Context: an optimization exercise on an open-source flow, tuned for small area. The choices shown serve that exercise and are no tape-out recipe.
The RTL was checked by simulation tests, not by an equivalence proof against the original design.
Power and IR drop assume default switching activity.

==> design/flow/design.v <==
`default_nettype none
module sigmoid_sweep_harness (
  input  wire         clk,
  input  wire         rst,
  input  wire         start,
  input  wire [15:0]  base,
  input  wire [15:0]  step,
  input  wire [8:0]   count,
  output logic        dut_valid_in,
  output logic [15:0] dut_data_in,
  input  wire         dut_valid_out,
  input  wire [15:0]  dut_data_out,
  input  wire [7:0]   rd_addr,
  output logic [15:0] rd_data,
  output logic        busy,
  output logic        done,
  output logic        timeout_err,
  output logic [8:0]  n_captured
);
  localparam int NR = 51;    
  localparam int S  = 5;     
  localparam int NSEL = (NR*S + 3) / 3;   
  function automatic logic [8:0] map5(input logic [7:0] e);
    integer i, qq, rr;
    map5 = {6'd63, 3'd4};
    for (i = 1; i < 256; i = i + 1) begin
      qq = (i - 1) / 5;
      rr = (i - 1) % 5;
      if (e == i[7:0]) map5 = {qq[5:0], rr[2:0]};
    end
  endfunction
  logic [1:0]  r_state;           
  logic [15:0] r_step;
  logic [7:0]  r_lenm1;           
  logic        r_last;            
  logic [5:0]  r_timer;
  logic [5:0]  r_wring;           
  logic [2:0]  r_wslot;
  localparam logic [1:0] IDLE = 2'd0, WAIT_HI = 2'd1, WAIT_LO = 2'd2;
  wire w_wr  = (r_state == WAIT_HI) && dut_valid_out;
  wire w_tmo = (r_timer == 6'd63);
  always_ff @(posedge clk or posedge rst) begin
    if (rst) begin
      r_state      <= IDLE;
      r_timer      <= '0;
      dut_valid_in <= 1'b0;
      dut_data_in  <= '0;
      busy         <= 1'b0;
      done         <= 1'b0;
      timeout_err  <= 1'b0;
      n_captured   <= '0;
    end else begin
      case (r_state)
        IDLE: begin
          if (start) begin
            done        <= (count == '0);
            timeout_err <= 1'b0;
            n_captured  <= '0;
            if (count != '0) begin
              r_timer      <= '0;
              dut_data_in  <= base;
              dut_valid_in <= 1'b1;
              busy         <= 1'b1;
              r_state      <= WAIT_HI;
            end
          end
        end
        WAIT_HI: begin
          if (dut_valid_out) begin
            n_captured   <= n_captured + 9'd1;
            dut_valid_in <= 1'b0;
            r_timer      <= '0;
            r_state      <= WAIT_LO;
          end else if (w_tmo) begin
            timeout_err  <= 1'b1;
            done         <= 1'b1;
            busy         <= 1'b0;
            dut_valid_in <= 1'b0;
            r_state      <= IDLE;
          end else begin
            r_timer <= r_timer + 6'd1;
          end
        end
        WAIT_LO: begin
          if (!dut_valid_out) begin
            r_timer <= '0;
            if (r_last) begin
              busy    <= 1'b0;
              done    <= 1'b1;
              r_state <= IDLE;
            end else begin
              dut_data_in  <= dut_data_in + r_step;
              dut_valid_in <= 1'b1;
              r_state      <= WAIT_HI;
            end
          end else if (w_tmo) begin
            timeout_err  <= 1'b1;
            done         <= 1'b1;
            busy         <= 1'b0;
            dut_valid_in <= 1'b0;
            r_state      <= IDLE;
          end else begin
            r_timer <= r_timer + 6'd1;
          end
        end
        default: r_state <= IDLE;
      endcase
    end
  end
  always_ff @(posedge clk) begin
    if (r_state == IDLE && start) begin
      r_step  <= step;
      r_lenm1 <= (count[8] || count == '0) ? 8'hff : 8'(count - 9'd1);
      r_wring <= 6'd63;
      r_wslot <= 3'd4;
    end else if (w_wr) begin
      r_last <= (n_captured[7:0] == r_lenm1);
      if (r_wslot == 3'd4) begin
        r_wslot <= 3'd0;
        r_wring <= r_wring + 6'd1;
      end else begin
        r_wslot <= r_wslot + 3'd1;
      end
    end
  end
  logic [2:0]  r_ph;                  
  logic [15:0] r_w0;                  
  logic [15:0] r_ring [NR*S];         
  always_ff @(posedge clk or posedge rst) begin
    if (rst) r_ph <= '0;
    else     r_ph <= (r_ph == 3'd4) ? 3'd0 : r_ph + 3'd1;
  end
  wire w_wr0 = w_wr && (r_wring == 6'd63);
  wire w_req = w_wr && (r_wring != 6'd63);
  always_ff @(posedge clk) begin
    if (w_wr0) r_w0 <= dut_data_out;
  end
  logic [1:0]  f_v;
  logic        f_wp, f_hp;
  logic [5:0]  f_ring [2];
  logic [2:0]  f_slot [2];
  logic [15:0] f_data [2];
  wire       w_hv    = f_v[f_hp];
  wire       w_land  = w_hv && (f_slot[f_hp] == r_ph);
  wire       w_dir   = w_req && !w_hv && (r_wslot == r_ph);
  wire       w_push  = w_req && !w_dir;
  wire       w_pv    = w_land || w_dir;
  wire [5:0] w_pring = w_land ? f_ring[f_hp] : r_wring;
  wire [15:0] w_bus  = w_land ? f_data[f_hp] : dut_data_out;
  always_ff @(posedge clk or posedge rst) begin
    if (rst) begin
      f_v  <= '0;
      f_wp <= 1'b0;
      f_hp <= 1'b0;
    end else begin
      if (w_land) begin
        f_v[f_hp] <= 1'b0;
        f_hp      <= !f_hp;
      end
      if (w_push) begin
        f_v[f_wp] <= 1'b1;
        f_wp      <= !f_wp;
      end
    end
  end
  always_ff @(posedge clk) begin
    if (w_push) begin
      f_ring[f_wp] <= r_wring;
      f_slot[f_wp] <= r_wslot;
      f_data[f_wp] <= dut_data_out;
    end
  end
  for (genvar r = 0; r < NR; r++) begin : g_ring
    wire w_pe = w_pv && (w_pring == 6'(r));
    for (genvar q = 0; q < S - 1; q++) begin : g_pos
      always_ff @(posedge clk) r_ring[r*S + q] <= r_ring[r*S + q + 1];
    end
    always_ff @(posedge clk) r_ring[r*S + S - 1] <= w_pe ? w_bus : r_ring[r*S];
  end
  wire [8:0] w_rmap  = map5(rd_addr);
  wire [5:0] w_rring = w_rmap[8:3];
  wire [2:0] w_rslot = w_rmap[2:0];
  wire       w_r0    = (rd_addr == 8'd0);
  logic [S-1:0] w_qhot;
  always_comb begin
    integer s, p;
    w_qhot = '0;
    for (s = 0; s < S; s = s + 1)
      for (p = 0; p < S; p = p + 1)
        if (w_rslot == s[2:0] && r_ph == p[2:0]) w_qhot[(s - p + S) % S] = 1'b1;
  end
  wire w_m0 = f_v[0] && f_ring[0] == w_rring && f_slot[0] == w_rslot;
  wire w_m1 = f_v[1] && f_ring[1] == w_rring && f_slot[1] == w_rslot;
  wire w_rr = !(w_m0 || w_m1);
  logic [3*NSEL-1:0]  w_sel;
  logic [16*3*NSEL-1:0] w_src;
  always_comb begin
    integer r, q;
    for (r = 0; r < NR; r = r + 1)
      for (q = 0; q < S; q = q + 1) begin
        w_sel[r*S + q] = (w_rring == r[5:0]) && w_qhot[q] && w_rr;
        w_src[16*(r*S + q) +: 16] = r_ring[r*S + q];
      end
    w_sel[NR*S]     = w_r0;
    w_sel[NR*S + 1] = w_m0;
    w_sel[NR*S + 2] = w_m1;
    w_src[16*(NR*S) +: 16]     = r_w0;
    w_src[16*(NR*S + 1) +: 16] = f_data[0];
    w_src[16*(NR*S + 2) +: 16] = f_data[1];
  end
  wire [16*NSEL-1:0] w_g;
  for (genvar k = 0; k < NSEL; k++) begin : g_l1
    for (genvar b = 0; b < 16; b++) begin : g_b
      ssh_aoi222 u_aoi (
        .a0(w_sel[3*k]),     .b0(w_src[16*(3*k) + b]),
        .a1(w_sel[3*k + 1]), .b1(w_src[16*(3*k + 1) + b]),
        .a2(w_sel[3*k + 2]), .b2(w_src[16*(3*k + 2) + b]),
        .y(w_g[16*k + b]));
    end
  end
  logic [15:0] w_rd;
  always_comb begin
    integer k;
    w_rd = '0;
    for (k = 0; k < NSEL; k = k + 1) w_rd = w_rd | ~w_g[16*k +: 16];
  end
  always_ff @(posedge clk or posedge rst) begin
    if (rst) rd_data <= '0;
    else     rd_data <= w_rd;
  end
endmodule
`default_nettype wire
module ssh_aoi222 (
  input  wire a0, b0, a1, b1, a2, b2,
  output wire y
);
  assign y = ~((a0 & b0) | (a1 & b1) | (a2 & b2));
endmodule
==> design/flow/run.sh <==
#!/bin/bash
# synth_recipe.tcl (not shown) runs the flow's synth.tcl, then flattens the netlist and writes it again
# the make line also repeats each setting of config.mk as NAME=value (left out here)
make -C /OpenROAD-flow-scripts/flow DESIGN_CONFIG=/design/flow/config.mk WORK_HOME=/design/flow/orfs CLKGATE_MAP_FILE= SYNTH_SCRIPT=/design/flow/synth_recipe.tcl finish
==> design/flow/config.mk <==
export PLATFORM = sky130hd
export DESIGN_NAME = sigmoid_sweep_harness
export DESIGN_NICKNAME = sigmoid_sweep_harness
export VERILOG_FILES = /design/flow/design.v
export SDC_FILE = /design/flow/constraint.sdc
export NUM_CORES = 4
export LEC_CHECK = 0
export CAP_MARGIN = 20
export CORE_MARGIN = 2
export CORE_UTILIZATION = 40
export SLEW_MARGIN = 20
export SYNTH_HIERARCHICAL = 1
export SYNTH_MINIMUM_KEEP_SIZE = 0
==> design/flow/constraint.sdc <==
create_clock -name core_clock -period 6.0 [get_ports {clk}]
set_input_delay 1.2000 -clock core_clock [delete_from_list [all_inputs] [get_ports {clk}]]
set_output_delay 1.2000 -clock core_clock [all_outputs]
set_load 0.01 [all_outputs]
==> run notes <==
* Status: finished with violations
* Layout Check Failures: setup timing
* Area overhead of the layout relative to synthesis at 31.7%
* Critical path type: in -> reg
* Drt initial violations at around 15000
* Antenna violations before repair at 48
* Part of the total power dissipated in sequential elements at 47.9%
* Remaining global-route overflow at 0
* CTS buffer count at 407
* CTS clk-pin slew, worst paths at ~0.07 ns
* Routed Antenna Nets at 0
* Share of flip-flops with an asynchronous set or reset after synthesis at 1.42%
* Power density of the placed cells at 384 nW/µm²
* Top-level port count at 114
* Total global routing track utilization at 29.0%
* Predominant post-synthesis flop cell: dfxtp_1
* Total die area at 309000 µm²
* Die Y-Extent at 556 µm
* Die width at approximately 560 µm
* Slack of the worst reg-to-reg path at 0.67 ns
* Highest attainable clock frequency at 0.154 GHz
* Hold WC Path Type: reg -> reg
* CP max stage delay at about 0.7 ns
* Number of optimization iterations in the first detailed-route pass at 11
* Max-cap check violation count at 0
* Clock tree skew after final layout at approximately 0.074 ns
* Final weighted congestion in routability-driven placement at 0.985
* Worst hold path startpoint: r_ring[43][3]
* Max VDD drop at approximately 250 µV
* Hold Crit Depth at 0
* Combined area of all synthesized cells at 122000 µm²
* Mean routed wirelength per cell at 31.1 µm
* Combinational share of power at 9.2%
* Clock network fraction of design power at 42.9%
* Final Cell Area at 161000 µm²
* Worst-path fanout max at 13
* Effective utilization at floorplan at between 40 and 50%
* Placed Instance Area at 142000 µm²
* DR DRC count at 0
* Slew at the pin closest to its max-slew limit at 1.26 ns
* Via count of the first global-routing pass at 90500
* Number of synthesized flops with an enable pin at about 90
* Leakage power total at 63.5 nW
* Maximum count of clock buffers along a single path at 4
* Finish-stage setup viols at 16
* # nets final at 10800
* Clock tree from TritonCTS: built
* Worst-Skew Late Latency at a little over 0.9 ns
* Worst setup SP type: input pin
* FF+latch count, synth at 4240
* Drt total wl at 466 mm
* Cell count after synthesis at 8586
* Post-synth cell types at 97
* Total number of vias at just over 90000
* Minimum clock period at 6.50 ns
* Cell repeated most along the worst path: buf_4
* DP Wirelength at 326 mm
* Switching component of the power at about 15 mW
* Synthesized netlist net count at between 8000 and 9000
* Critical path required time at 6.76 ns
* FF-to-FF path depth at 19
* Post-CTS Hold Fix Bufs at 0
* Endpoint of the worst register-to-register path: rd_data[9]
* Sequential area share after synthesis at 70.6%
* Area inside the core boundary at 303000 µm²
* Setup WS pre-CTS at -1.92 ns
* Per-instance average area after synthesis at 14.2 µm²
* Per-cell via count in the routed design at about 6
* Worst setup margin at -0.497 ns
* Period utilisation layout at 108%
* Final worst hold slack at about 0.30 ns
* Slew margin rel. at 15.4%
* Number of port buffers at 113
* Global-route wire length before repair at approximately 660 mm
* Commonest cells after routing, fill and taps aside: dfxtp_1 (4089), buf_4 (1573), a222oi_1 (1377)
* Synth Warn # at 8
* Final Hold Fails at 0
* Final number of max-transition violations at 0
* Rows at 202
* Sinks on the clock net at approximately 4200
* Fraction of power spent switching nets at 24.5%
* Maximum number of pins on one net before global-route repair at 52
* Setup crit end kind: flop
* Most frequent standard cell in the layout excluding fill and tap cells: dfxtp_1
* Root Buffer Master: clkbuf_16
* H-Tree Depth at 5
* Startpoint of the lowest-slack register-to-register path: f_ring[1][4]
* Fraction of final layout cells with drive strength greater than 1 at between 30% and 40%
* Slowest-stage cell, CP: a222oi_1
* Arr. time, crit path at roughly 7.3 ns
* Worst-case hold path end point: r_ring[42][3]
* Int Power at 46.6 mW
* Unrepaired setup endpoints after global routing: yes
## synthesized netlist by cell type, types with 14 or more instances
| cell type | number | area share [%] |
|---|---|---|
| a21oi_1 | 89 | 0.37 |
| a222oi_1 | 1377 | 11 |
| a31oi_1 | 24 | 0.12 |
| and3_1 | 18 | 0.092 |
| buf_2 | 103 | 0.42 |
| clkbuf_1 | 189 | 0.58 |
| dfrtp_1 | 60 | 1.2 |
| dfxtp_1 | 4089 | 67 |
| edfxtp_1 | 91 | 2.2 |
| ha_1 | 30 | 0.31 |
| inv_1 | 38 | 0.12 |
| mux2_2 | 816 | 7.5 |
| mux2i_1 | 41 | 0.34 |
| nand2_1 | 143 | 0.44 |
| nand2b_1 | 29 | 0.15 |
| nand3_1 | 43 | 0.18 |
| nand3b_1 | 14 | 0.086 |
| nand4_1 | 375 | 1.9 |
| nor2_1 | 124 | 0.38 |
| nor2b_1 | 25 | 0.13 |
| nor3_1 | 251 | 1.0 |
| nor3_2 | 53 | 0.43 |
| nor4_1 | 74 | 0.38 |
| o21ai_0 | 90 | 0.37 |
| o22ai_1 | 18 | 0.092 |
| or4_1 | 36 | 0.22 |
| xnor2_1 | 39 | 0.28 |
| xor2_1 | 21 | 0.15 |
## timing repair
item | in CTS | in global routing
pin swaps | 212 | 180
endpoints found under the hold margin | 0 | 0
buffers inserted | 151 | 91
setup endpoints to repair | 16 | 16
gates cloned | 12 | 5
gates resized for setup | 309 | 110
## how the worst max path moves through the flow
stage          cells past startpoint  slack [ns]  startpoint         end
3_3_place_gp                      25       -1.96  rd_addr[0]  rd_data[5]
3_5_place_dp                      25       -1.92  rd_addr[1]  rd_data[5]
5_1_grt                           29       -0.52  rd_addr[6]  rd_data[9]
2_1_floorplan                     16        0.11  rd_addr[0]  rd_data[0]
4_1_cts                           28       -0.31  rd_addr[4]  rd_data[9]
6_report                          25       -0.50  rd_addr[7]  rd_data[9]
## kinds of logic (layout without fill, tap and decap cells)
logic type,count (synthesis),after routing,synth area share [%]
AOI/OAI and AO/OA,1758,1758,13.4
xor gates and xnor gates,61,61,0.444
adders and majority gates,32,32,0.332
buffers and inverters,360,2747,1.30
DFF,4240,4240,70.6
muxes,859,859,7.89
other,0,25,0
and+or+nand+nor,1276,1281,6.07
## Yosys stat by module (local to each module, per instance)
module	flip-flops and latches	times used	cells inside	area, µm²
sigmoid_sweep_harness	4240	1	7210	108000
ssh_aoi222	0	1376	1	10.0
## final cells by class
| class | instances | area, µm² |
|---|---|---|
| inverter | 43 | 169 |
| clock buffer | 589 | 12000 |
| tap | 3978 | 4980 |
| antenna | 25 | 62.6 |
| sequential | 4240 | 86100 |
| clock inverter | 140 | 1910 |
| timing repair buffer | 1975 | 18200 |
| multi-input combinational | 3991 | 37300 |
| fill | 24900 | 142000 |
## metrics by stage
| stage | utilization (%) | power, mW | setup TNS [ns] | std cells |
|---|---|---|---|---|
| global placement | 46.8 | 34.9 | -26.33 | 14000 |
| detailed placement | 46.9 | 35.0 | -26.22 | 14000 |
| global route | 53.0 | 63.3 | -6.56 | 15000 |
| finish | 53.0 | 61.7 | -5.69 | 15000 |
| floorplan | - | 32.1 | 0 | 8586 |
| CTS | 52.5 | 61.6 | -2.35 | 14900 |
## flip-flops by register name, indices dropped and copies added (netlist names), 9 cells and up
signal       count
r_ring        4080
f_data          32
r_w0            16
f_ring          12
rd_data         16
n_captured       9
r_step          16
dut_data_in     16
## routing by layer
| metal | GRT usage [%] | routed length [µm] | vias to the layer above |
|---|---|---|---|
| met5 | 0 | 149 | - |
| met2 | 44.3 | 205000 | 5110 |
| met3 | 5.56 | 45400 | 1028 |
| met4 | 15.3 | 28200 | 24 |
| li1 | - | - | 39000 |
| met1 | 38.8 | 188000 | 46400 |
## power groups by stage
stage / logic (mW) / registers, mW / clock network, mW
final: 5.70 / 29.6 / 26.5
after global routing: 5.85 / 29.6 / 27.9
after CTS: 5.37 / 29.5 / 26.7
after detailed placement: 4.85 / 30.2 / 0
after global placement: 4.74 / 30.1 / 0
after floorplan: 2.10 / 30.0 / 0
## worst max-delay path: cells and delay by family
kind / cells / cell delay, ns
buffers and inverters: 10 / 1.59
AOI/OAI and AO/OA: 6 / 1.64
and+or+nand+nor: 9 / 2.80

==> separate check: timing with driven ports <==
The flow's constraints put no driver on any port. The routed layout listed below was extracted and timed again, unchanged, in two steps. Step 1 sets driving cells, clkbuf_16 on the clock port and buf_2 on the other inputs (assumed; they add their load-dependent delay and slew). Step 2 also shifts input and output timing later by t, the mid clock arrival at the registers, as if the neighbouring blocks saw the same clock. Slacks: ideal ports / drivers / drivers and shift; pairs: ideal ports / drivers.
shift t [ns]: 0.994
setup slack, ns: -0.497 / -0.435 / -1.429
worst hold slack (ns): 0.296 / 0.296 / 0.296
worst data-port slew with drivers (ns): 0.20
For this run, drivers alone change the setup slack by +0.062 ns; drivers and shift together by -0.932 ns.
